Context: an optimization exercise on an open-source flow, tuned for small area, a short achievable clock period and few clock cycles per item. The choices shown serve that exercise and are no tape-out recipe.

== v6 ==
==> module hsl_to_rgb_converter_unit, before the edit <==
module hsl_to_rgb_converter_unit #(
  parameter int FRACTION_BITS = hslrgb_pkg::FRACTION_BITS
) (
  input  logic             clk,
  input  logic             rst_n,
  input  logic             in_valid,
  output logic             in_stall,
  input  hslrgb_pkg::hsl_t in_data,
  output logic             out_valid,
  input  logic             out_stall,
  output hslrgb_pkg::rgb_t out_data
);
  logic       en;
  logic [2:0] vld_r;
  assign en       = !(vld_r[2] && out_stall);
  assign in_stall = !en;
  always_ff @(posedge clk) begin
    if (!rst_n) begin
      vld_r <= '0;
    end else if (en) begin
      vld_r <= {vld_r[1:0], in_valid};
    end
  end
  logic [11:0] lmin;
  logic        lhi;
  logic [6:0]  hh;
  logic [7:0]  hlo;
  logic [2:0]  sect;
  logic [3:0]  frac_hi;
  logic [11:0] k;
  always_comb begin
    lhi = in_data.lightness[12] | in_data.lightness[11];
    if (in_data.lightness[12])
      lmin = '0;
    else if (in_data.lightness[11])
      lmin = 12'd0 - in_data.lightness[11:0];
    else
      lmin = in_data.lightness[11:0];
    hh  = in_data.hue[14:8];
    hlo = in_data.hue[7:0];
    if (hh >= 7'd90) begin
      sect    = 3'd5;
      frac_hi = 4'd0;
    end else begin
      sect    = 3'(hh / 7'd15);
      frac_hi = 4'(hh % 7'd15);
    end
    if (hh >= 7'd90)
      k = '0;
    else if (sect[0])
      k = {4'd14 - frac_hi, ~hlo} + 12'd1;    
    else
      k = {frac_hi, hlo};                     
  end
  logic [11:0] s0_m_r, s0_k_r;
  logic [12:0] s0_s_r;
  logic        s0_lhi_r;
  logic [2:0]  s0_sect_r;
  logic [12:0] c, lig;
  hslrgb_mul_c u_mul_c (
    .a_i    (s0_m_r),
    .b_i    (s0_s_r),
    .prod_o (c)
  );
  always_comb begin
    lig = s0_lhi_r ? (13'd4096 - 13'(s0_m_r)) : 13'(s0_m_r);
  end
  logic [12:0] s1_c_r, s1_l_r;
  logic [11:0] s1_k_r;
  logic [2:0]  s1_sect_r;
  logic [15:0] q;
  logic [12:0] m0, peak;
  hslrgb_mul_x u_mul_x (
    .a_i    (s1_c_r),
    .b_i    (s1_k_r),
    .prod_o (q)
  );
  always_comb begin
    m0   = s1_l_r - (s1_c_r >> 1);
    peak = s1_l_r + (s1_c_r >> 1) + 13'(s1_c_r[0]);
  end
  logic [15:0] s2_q_r;
  logic [12:0] s2_m_r, s2_p_r;
  logic [2:0]  s2_sect_r;
  logic [12:0] xm;
  hslrgb_div u_div (
    .q_i   (s2_q_r),
    .add_i (s2_m_r),
    .sum_o (xm)
  );
  always_comb begin
    case (s2_sect_r)
      3'd0:    out_data = {s2_p_r, xm,     s2_m_r};
      3'd1:    out_data = {xm,     s2_p_r, s2_m_r};
      3'd2:    out_data = {s2_m_r, s2_p_r, xm};
      3'd3:    out_data = {s2_m_r, xm,     s2_p_r};
      3'd4:    out_data = {xm,     s2_m_r, s2_p_r};
      default: out_data = {s2_p_r, s2_m_r, xm};
    endcase
  end
  always_ff @(posedge clk) begin
    if (en) begin
      s0_m_r     <= lmin;
      s0_lhi_r   <= lhi;
      s0_s_r     <= in_data.saturation[12] ? 13'd4096 : in_data.saturation;
      s0_k_r     <= k;
      s0_sect_r  <= sect;
      s1_c_r     <= c;
      s1_l_r     <= lig;
      s1_k_r     <= s0_k_r;
      s1_sect_r  <= s0_sect_r;
      s2_q_r     <= q;
      s2_m_r     <= m0;
      s2_p_r     <= peak;
      s2_sect_r  <= s1_sect_r;
    end
  end
  assign out_valid = vld_r[2];
endmodule
==> flow/config.mk <==
export PLATFORM = sky130hd
export DESIGN_NAME = hsl_to_rgb_converter_unit
export DESIGN_NICKNAME = hsl_to_rgb_converter_unit
export VERILOG_FILES = /design/flow/design.v
export SDC_FILE = /design/flow/constraint.sdc
export NUM_CORES = 4
export LEC_CHECK = 0
export CAP_MARGIN = 20
export CORE_MARGIN = 2
export CORE_UTILIZATION = 40
export PLACE_DENSITY = 0.6
export SETUP_SLACK_MARGIN = 1.5
export SLEW_MARGIN = 20
export SYNTH_HIERARCHICAL = 1
==> flow/constraint.sdc <==
create_clock -name core_clock -period 7.0 [get_ports {clk}]
set_input_delay 1.4000 -clock core_clock [delete_from_list [all_inputs] [get_ports {clk}]]
set_output_delay 1.4000 -clock core_clock [all_outputs]
set_load 0.01 [all_outputs]
run.sh (not shown) runs the stock make flow with config.mk's settings and CLKGATE_MAP_FILE= SYNTH_SCRIPT=/design/flow/synth_recipe.tcl, a recipe that flattens the netlist after the stock synthesis.
Modified inputs, v7 compared to v6
--- a/flow/design.v
+++ b/flow/design.v
@@ -1949,20 +1949,20 @@
   input  hslrgb_pkg::hsl_t in_data,
   output logic             out_valid,
   input  logic             out_stall,
   output hslrgb_pkg::rgb_t out_data
 );
   logic       en;
-  logic [2:0] vld_r;
-  assign en       = !(vld_r[2] && out_stall);
+  logic [3:0] vld_r;
+  assign en       = !(vld_r[3] && out_stall);
   assign in_stall = !en;
   always_ff @(posedge clk) begin
     if (!rst_n) begin
       vld_r <= '0;
     end else if (en) begin
-      vld_r <= {vld_r[1:0], in_valid};
+      vld_r <= {vld_r[2:0], in_valid};
     end
   end
   logic [11:0] lmin;
   logic        lhi;
   logic [6:0]  hh;
   logic [7:0]  hlo;
@@ -2021,25 +2021,26 @@
     peak = s1_l_r + (s1_c_r >> 1) + 13'(s1_c_r[0]);
   end
   logic [15:0] s2_q_r;
   logic [12:0] s2_m_r, s2_p_r;
   logic [2:0]  s2_sect_r;
   logic [12:0] xm;
+  hslrgb_pkg::rgb_t out_r, out_nxt;
   hslrgb_div u_div (
     .q_i   (s2_q_r),
     .add_i (s2_m_r),
     .sum_o (xm)
   );
   always_comb begin
     case (s2_sect_r)
-      3'd0:    out_data = {s2_p_r, xm,     s2_m_r};
-      3'd1:    out_data = {xm,     s2_p_r, s2_m_r};
-      3'd2:    out_data = {s2_m_r, s2_p_r, xm};
-      3'd3:    out_data = {s2_m_r, xm,     s2_p_r};
-      3'd4:    out_data = {xm,     s2_m_r, s2_p_r};
-      default: out_data = {s2_p_r, s2_m_r, xm};
+      3'd0:    out_nxt = {s2_p_r, xm,     s2_m_r};
+      3'd1:    out_nxt = {xm,     s2_p_r, s2_m_r};
+      3'd2:    out_nxt = {s2_m_r, s2_p_r, xm};
+      3'd3:    out_nxt = {s2_m_r, xm,     s2_p_r};
+      3'd4:    out_nxt = {xm,     s2_m_r, s2_p_r};
+      default: out_nxt = {s2_p_r, s2_m_r, xm};
     endcase
   end
   always_ff @(posedge clk) begin
     if (en) begin
       s0_m_r     <= lmin;
       s0_lhi_r   <= lhi;
@@ -2051,10 +2052,12 @@
       s1_k_r     <= s0_k_r;
       s1_sect_r  <= s0_sect_r;
       s2_q_r     <= q;
       s2_m_r     <= m0;
       s2_p_r     <= peak;
       s2_sect_r  <= s1_sect_r;
+      out_r      <= out_nxt;
     end
   end
-  assign out_valid = vld_r[2];
+  assign out_valid = vld_r[3];
+  assign out_data  = out_r;
 endmodule
- Against v6, wire length on met1 in v7 fell by a few percent.
- Delta (v7 minus v6): wire length now sits lower, number of cells on the critical path now sits lower.
- Via count of the first global-routing pass, v7 vs v6: down by a few percent
- When the final numbers for v7 and v6 were put side by side, the register-to-register setup slack turned out to be smaller in v7.
No run of this note included a check of the RTL's function; only the layout flow was run.

---

old:
hsl_to_rgb_converter_unit, a different RTL version from the one above (not shown whole).
Size in the first run: about 86 I/O pins, ~0.018 mm² of cells after synthesis.
==> module hsl_to_rgb_converter_unit, before the edit <==
module hsl_to_rgb_converter_unit #(
  parameter int FRACTION_BITS = hslrgb_pkg::FRACTION_BITS
) (
  input  logic             clk,
  input  logic             rst_n,
  input  logic             in_valid,
  output logic             in_stall,
  input  hslrgb_pkg::hsl_t in_data,
  output logic             out_valid,
  input  logic             out_stall,
  output hslrgb_pkg::rgb_t out_data
);
  logic       en;
  logic [3:0] vld_r;
  assign en       = !(vld_r[3] && out_stall);
  assign in_stall = !en;
  always_ff @(posedge clk) begin
    if (!rst_n) begin
      vld_r <= '0;
    end else if (en) begin
      vld_r <= {vld_r[2:0], in_valid};
    end
  end
  logic [11:0] lmin;
  logic        lhi;
  always_comb begin
    lhi = in_data.lightness[12] | in_data.lightness[11];
    if (in_data.lightness[12])
      lmin = '0;
    else if (in_data.lightness[11])
      lmin = 12'd0 - in_data.lightness[11:0];
    else
      lmin = in_data.lightness[11:0];
  end
  logic [11:0] s0_m_r;
  logic [14:0] s0_hue_r;
  logic [5:0]  s0_s1_r, s0_s2_r, s0_s3_r;
  logic [12:0] s0_m3_r;
  logic        s0_sfull_r, s0_lhi_r;
  logic [6:0]  hh;
  logic [7:0]  hlo;
  logic [2:0]  sect;
  logic [3:0]  frac_hi;
  logic        fgt, flt, kdir;
  logic [10:0] keff;
  always_comb begin
    hh  = s0_hue_r[14:8];
    hlo = s0_hue_r[7:0];
    if (hh >= 7'd90) begin
      sect    = 3'd5;
      frac_hi = 4'd0;
    end else begin
      sect    = 3'(hh / 7'd15);
      frac_hi = 4'(hh % 7'd15);
    end
    fgt = (frac_hi > 4'd7) | ((frac_hi == 4'd7) & (hlo > 8'd128));
    flt = (frac_hi < 4'd7) | ((frac_hi == 4'd7) & (hlo < 8'd128));
    if (hh >= 7'd90) begin
      keff = '0;
      kdir = 1'b0;
    end else begin
      keff = fgt ? 11'({4'd14 - frac_hi, ~hlo} + 12'd1)    
                 : 11'({frac_hi, hlo});                   
      kdir = sect[0] ? flt : fgt;
    end
  end
  logic [11:0] cmul;
  logic [12:0] c, lig;
  hslrgb_mul_c u_mul_c (
    .x_i    (s0_m_r),
    .x3_i   (s0_m3_r),
    .s1_i   (s0_s1_r),
    .s2_i   (s0_s2_r),
    .s3_i   (s0_s3_r),
    .prod_o (cmul)
  );
  logic [5:0] k_one, k_two;
  logic [4:0] k_neg;
  hslrgb_booth u_booth (
    .y_i   (keff),
    .one_o (k_one),
    .two_o (k_two),
    .neg_o (k_neg)
  );
  always_comb begin
    c   = {1'b0, cmul} | ({s0_m_r, 1'b0} & {13{s0_sfull_r}});
    lig = s0_lhi_r ? (13'd4096 - 13'(s0_m_r)) : 13'(s0_m_r);
  end
  logic [12:0] s1_c_r, s1_l_r;
  logic [5:0]  s1_one_r, s1_two_r;
  logic [4:0]  s1_neg_r;
  logic        s1_dir_r;
  logic [2:0]  s1_sect_r;
  logic [15:0] q;
  logic [12:0] m0, peak;
  hslrgb_mul_x u_mul_x (
    .x_i    (s1_c_r),
    .one_i  (s1_one_r),
    .two_i  (s1_two_r),
    .neg_i  (s1_neg_r),
    .rnd_i  (s1_dir_r),
    .prod_o (q)
  );
  always_comb begin
    m0   = s1_l_r - (s1_c_r >> 1);
    peak = s1_l_r + (s1_c_r >> 1) + 13'(s1_c_r[0]);
  end
  logic [15:0] s2_q_r;
  logic [12:0] s2_m_r, s2_p_r;
  logic        s2_dir_r;
  logic [2:0]  s2_sect_r;
  logic [12:0] xm;
  hslrgb_pkg::rgb_t out_r, out_nxt;
  hslrgb_div u_div (
    .q_i   (s2_q_r),
    .m0_i  (s2_m_r),
    .pk_i  (s2_p_r),
    .dir_i (s2_dir_r),
    .sum_o (xm)
  );
  always_comb begin
    case (s2_sect_r)
      3'd0:    out_nxt = {s2_p_r, xm,     s2_m_r};
      3'd1:    out_nxt = {xm,     s2_p_r, s2_m_r};
      3'd2:    out_nxt = {s2_m_r, s2_p_r, xm};
      3'd3:    out_nxt = {s2_m_r, xm,     s2_p_r};
      3'd4:    out_nxt = {xm,     s2_m_r, s2_p_r};
      default: out_nxt = {s2_p_r, s2_m_r, xm};
    endcase
  end
  always_ff @(posedge clk) begin
    if (en) begin
      s0_m_r     <= lmin;
      s0_m3_r    <= 13'(lmin) + {lmin, 1'b0};
      s0_lhi_r   <= lhi;
      for (int i = 0; i < 6; i++) begin
        s0_s1_r[i] <= ~in_data.saturation[12] & ~in_data.saturation[2*i+1] &  in_data.saturation[2*i];
        s0_s2_r[i] <= ~in_data.saturation[12] &  in_data.saturation[2*i+1] & ~in_data.saturation[2*i];
        s0_s3_r[i] <= ~in_data.saturation[12] &  in_data.saturation[2*i+1] &  in_data.saturation[2*i];
      end
      s0_sfull_r <= in_data.saturation[12];
      s0_hue_r   <= in_data.hue;
      s1_c_r     <= c;
      s1_l_r     <= lig;
      s1_one_r   <= k_one;
      s1_two_r   <= k_two;
      s1_neg_r   <= k_neg;
      s1_dir_r   <= kdir;
      s1_sect_r  <= sect;
      s2_q_r     <= q;
      s2_m_r     <= m0;
      s2_p_r     <= peak;
      s2_dir_r   <= s1_dir_r;
      s2_sect_r  <= s1_sect_r;
      out_r      <= out_nxt;
    end
  end
  assign out_valid = vld_r[3];
  assign out_data  = out_r;
endmodule
export LEC_CHECK = 0
export ABC_AREA = 1
export CAP_MARGIN = 20
export CORE_MARGIN = 2
export CORE_UTILIZATION = 40
export PLACE_DENSITY = 0.6
export SETUP_SLACK_MARGIN = 2.3
export SLEW_MARGIN = 20
create_clock -name core_clock -period 7.0 [get_ports {clk}]
standard.sh (not shown) runs the stock make flow with config.mk's settings and CLKGATE_MAP_FILE= SYNTH_SCRIPT=/design/flow/synth_recipe.tcl, a recipe that flattens the netlist after the stock synthesis.
==> flow/flow/run.sh <==
#!/bin/bash
# The standard layout (the standard.sh: ORFS synthesis to finish) with two
# changes that keep the design and its registers as the standard synthesis
# makes them:
#  - after synthesis, flow/invopt.py removes inverters around full adders
#    (a full adder of inverted inputs gives inverted outputs), a purely
#    combinational rewrite of the netlist;
#  - the port buffers use the smallest plain buffer instead of the delay
#    buffer buffer_ports picks by default. Every port is still buffered.
set -euo pipefail
RES=orfs/results/${FLOW_PLATFORM:-sky130hd}/hsl_to_rgb_converter_unit/base
bash standard.sh synth > standard_synth.log 2>&1
cp $RES/1_2_yosys.v yosys_netlist_orig.v
if python3 flow/invopt.py yosys_netlist_orig.v yosys_netlist_opt.v > invopt.log 2>&1; then
  cp yosys_netlist_opt.v $RES/1_2_yosys.v
  rm -f $RES/1_synth.odb $RES/1_synth.sdc
fi
bash standard.sh "BUFFER_PORTS_ARGS=-buffer_cell sky130_fd_sc_hd__buf_1" finish > standard_flow.log 2>&1
Other scripts of this flow, unchanged in this note and not shown: flow/flow/invopt.py
Here is what was changed in the inputs of new compared with old.
--- a/flow/design.v
+++ b/flow/design.v
@@ -1586,12 +1586,4 @@
     .prod_o (cmul)
   );
-  logic [5:0] k_one, k_two;
-  logic [4:0] k_neg;
-  hslrgb_booth u_booth (
-    .y_i   (keff),
-    .one_o (k_one),
-    .two_o (k_two),
-    .neg_o (k_neg)
-  );
   always_comb begin
     c   = {1'b0, cmul} | ({s0_m_r, 1'b0} & {13{s0_sfull_r}});
@@ -1599,15 +1591,22 @@
   end
   logic [12:0] s1_c_r, s1_l_r;
-  logic [5:0]  s1_one_r, s1_two_r;
-  logic [4:0]  s1_neg_r;
+  logic [10:0] s1_k_r;
   logic        s1_dir_r;
   logic [2:0]  s1_sect_r;
   logic [15:0] q;
   logic [12:0] m0, peak;
+  logic [5:0]  k_one, k_two;
+  logic [4:0]  k_neg;
+  hslrgb_booth u_booth (
+    .y_i   (s1_k_r),
+    .one_o (k_one),
+    .two_o (k_two),
+    .neg_o (k_neg)
+  );
   hslrgb_mul_x u_mul_x (
     .x_i    (s1_c_r),
-    .one_i  (s1_one_r),
-    .two_i  (s1_two_r),
-    .neg_i  (s1_neg_r),
+    .one_i  (k_one),
+    .two_i  (k_two),
+    .neg_i  (k_neg),
     .rnd_i  (s1_dir_r),
     .prod_o (q)
@@ -1654,7 +1653,5 @@
       s1_c_r     <= c;
       s1_l_r     <= lig;
-      s1_one_r   <= k_one;
-      s1_two_r   <= k_two;
-      s1_neg_r   <= k_neg;
+      s1_k_r     <= keff;
       s1_dir_r   <= kdir;
       s1_sect_r  <= sect;
Findings:
Going from old to new, the number of buffers inserted to repair setup after CTS was found to have gone up by 6. Taking old as the reference, in new hold slack climbed 0.018 ns; first-iteration DRC count fell 4.8%; count of cells along the worst register-to-register path shows an increase of 5. From old to new, diode insertion count for antenna repair did not move at all. new vs. old: via count now sits higher.
No functional check of the RTL was part of any run of this note.

==> afterwards: timing with drivers on the ports <==
No port has a modelled driver above. Below, the same layouts with a new extraction and two added sets of constraints. Step 1: set_driving_cell puts a clkbuf_16 on clk and a buf_2 on each other input, an assumption about the parent block. Step 2 times the ports against the registers' clock, not the clock port: input delays grow and output delays shrink by t, the midpoint of the rising clock arrivals with the driver on. Three values: no drivers, after step 1, after step 2; two values: the first two.
run | shift t [ns] | setup slack, ns | worst hold slack (ns) | worst setup path at the end | cell pins on the clock port's net
v6 | 0.483 | 0.932 / 0.881 / 1.364 | 0.417 / 0.417 / 0.417 | register to output | 1
v7 | 0.497 | 1.715 / 1.715 / 1.715 | 0.412 / 0.412 / 0.412 | register to register | 1
old | 0.516 | 2.432 / 2.432 / 2.182 | 0.423 / 0.423 / 0.423 | input to register | 1
new | 0.516 | 2.089 / 2.089 / 2.089 | 0.441 / 0.441 / 0.441 | register to register | 1
After both steps every run listed still meets setup and hold. For old, which loses most, drivers alone change the setup slack by 0.000 ns; drivers and shift together by -0.250 ns.
